From an optimization exercise on the open Yosys and OpenROAD flow, aimed at small area, a short achievable clock period and few clock cycles per item; shortcuts taken in it are not production practice. At most, simulation tests tie the RTL to the original design; equivalence was not proved.

Design moving_average_filter, start of the top module:
module moving_average_filter #(
	parameter int WINDOW_MAX  = maf_pkg::WINDOW_MAX_DEF,
	parameter int SAMPLE_BITS = maf_pkg::SAMPLE_BITS_DEF
) (
	input  logic                      clk,
	input  logic                      arst_n,
	input  logic                      cfg_we,
	input  logic [maf_pkg::WIN_W-1:0] cfg_wdata,
	input  logic                      in_valid,
	output logic                      in_ready,
	input  logic [SAMPLE_BITS-1:0]    sample,
	input  logic                      new_series,
	output logic                      out_valid,
	input  logic                      out_ready,
	output logic [SAMPLE_BITS-1:0]    average
);
Size: ~10000 cells after synthesis, roughly 6600 flip-flops, about 65 I/O pins, roughly 160000 um^2 of cells after synthesis.
export LEC_CHECK = 0
export ABC_CLOCK_PERIOD_IN_PS = 2000
export CAP_MARGIN = 20
export CORE_MARGIN = 2
export CORE_UTILIZATION = 45
export CTS_CLUSTER_DIAMETER = 80
export CTS_CLUSTER_SIZE = 30
export SETUP_SLACK_MARGIN = 5
export SLEW_MARGIN = 20
export SYNTH_MEMORY_MAX_BITS = 8192
create_clock -name core_clock -period 10.0 [get_ports {clk}]
run.sh (not shown) runs the stock make flow with config.mk's settings and CLKGATE_MAP_FILE= SYNTH_SCRIPT=/design/flow/synth_recipe.tcl, a recipe that flattens the netlist after the stock synthesis.
The starting point passed the timing, design-rule and antenna checks.
Testbench counts at the start, summed over its fixed seeds: cycles 6,256, items 6,000.
==> next run, changes <==
==> flow/flow/run.sh (new file) <==
#!/bin/bash
# The standard layout (the standard.sh: standard synthesis, floorplan,
# placement, CTS, routing, finish) with the design's clock period and
# constraints; only the timing repair steps aim further below the period.
set -euo pipefail
bash standard.sh SETUP_SLACK_MARGIN=6.0 finish > standard_flow.log 2>&1
==> flow/standard.sh (new file) <==
#!/bin/bash
# synth_recipe.tcl (not shown) runs the flow's synth.tcl, then flattens the netlist and writes it again
# the make line also repeats each setting of config.mk as NAME=value (left out here)
make -C /OpenROAD-flow-scripts/flow DESIGN_CONFIG=/design/flow/config.mk WORK_HOME=/design/flow/orfs CLKGATE_MAP_FILE= SYNTH_SCRIPT=/design/flow/synth_recipe.tcl "${@:-finish}"
SETUP_SLACK_MARGIN = not set   (was 5)
removed: flow/run.sh
Outcome: Hold slack hardly moves. Sequential share of layout area came out lower by 1.2 points. Via count climbs slightly. Utilization is higher by 0.85 points.

moving_average_filter, a different RTL version from the one above (not shown whole).
Size in the first run: about 13000 cells after synthesis, roughly 7000 flip-flops, about 65 I/O pins, ~180000 um^2 of cells after synthesis.
Settings: LEC_CHECK=0, ABC_AREA=1, CAP_MARGIN=20, CORE_MARGIN=2, CORE_UTILIZATION=60, CTS_CLUSTER_DIAMETER=80, CTS_CLUSTER_SIZE=30, SLEW_MARGIN=20, SYNTH_MEMORY_MAX_BITS=8192; clock period 10.0 ns.
standard.sh (not shown) runs the stock make flow with config.mk's settings and CLKGATE_MAP_FILE= SYNTH_SCRIPT=/design/flow/synth_recipe.tcl, a recipe that flattens the netlist after the stock synthesis.
==> flow/flow/run.sh <==
#!/bin/bash
# The standard layout (the standard.sh: standard synthesis, floorplan,
# placement, CTS, routing, finish) with the design's clock period and
# constraints; only the timing repair steps aim further below the period.
set -euo pipefail
bash standard.sh SETUP_SLACK_MARGIN=6.75 finish > standard_flow.log 2>&1
Testbench counts at the start, summed over its fixed seeds: cycles 6,512, items 6,000.
Edit:
- ABC_AREA: 1 -> unset
- ABC_CLOCK_PERIOD_IN_PS: unset -> 2000
Global-route usage went down by 2.1 points.
Clock-buffer cell count went up by 3.
Worst setup slack loses 0.013 ns.
Via count went down by 14%.
Routed wire length went down by 11%.
Hold slack gains 0.015 ns.
First-iteration DRC count went down by 21%.

## main
moving_average_filter, a different RTL version from the one above (not shown whole).
Size: about 9,600 cells after synthesis, roughly 65 I/O pins.
clock: 10.0 ns
lec_check: 0
cap_margin: 20
core_margin: 2
core_utilization: 45
setup_slack_margin: 5
slew_margin: 20
synth_memory_max_bits: 8192
run.sh (not shown) runs the stock make flow with config.mk's settings and CLKGATE_MAP_FILE= SYNTH_SCRIPT=/design/flow/synth_recipe.tcl, a recipe that flattens the netlist after the stock synthesis.
Stock flow here: none of the scripts above is used.
Modified inputs, the feature branch compared to main
Settings: SETUP_SLACK_MARGIN: 5 -> unset.
Findings:
main was carried through to the last stage, and its layout satisfied the timing, design-rule and antenna checks. The feature branch went all the way through synthesis, placement and routing and the layout is clean on timing, DRC and antenna. As far as number of clock sinks seen by CTS goes, the feature branch and main are indistinguishable; the numbers are identical. | synthesis-to-layout area growth | the feature branch vs main | 2.2 points lower |. Core utilization: the feature branch lower than main. main → the feature branch: final worst-path cycle share went up by 25 points; global-route usage now sits lower; non-clock buffer count lost 206.
No functional check of the RTL was part of any run of this note.

re-timing with driven ports:
The flow's constraints put no driver on any port. The routed layouts listed below were extracted and timed again, unchanged, in two steps.
Step 1: set_driving_cell puts a clkbuf_16 on clk and a buf_2 on each other input, an assumption about the parent block.
Step 2 adds t to the input delays and takes it off the output delays; t is the mean of the earliest and latest rising clock arrival at the registers after step 1. Input paths then give back, and output paths get back, about the clock's delay inside the block.
Three values: no drivers, after step 1, after step 2; two values: the first two.
run | t (ns) | setup slack, ns | hold slack, ns | worst setup path after step 2 | worst slew at a driven data input, ns
the first run of note 1 | 0.994 | 4.891 / 4.891 / 4.891 | 0.290 / 0.290 / 0.290 | register to register | 0.08
the second run of note 1 | 1.001 | 4.801 / 4.801 / 4.801 | 0.288 / 0.288 / 0.288 | register to register | 0.07
the first run of note 2 | 0.986 | 6.547 / 6.449 / 6.052 | 0.297 / 0.297 / 0.297 | input to register | 0.07
the second run of note 2 | 0.987 | 6.534 / 6.440 / 6.019 | 0.312 / 0.312 / 0.312 | input to register | 0.16
main | 1.091 | 4.248 / 4.248 / 4.248 | 0.297 / 0.297 / 0.297 | register to register | 0.05
the feature branch | 1.068 | 1.717 / 1.717 / 1.717 | 0.280 / 0.280 / 0.280 | register to register | 0.10
After both steps every run listed still meets setup and hold. For the second run of note 2, which loses most, drivers alone change the setup slack by -0.094 ns; drivers and shift together by -0.515 ns.
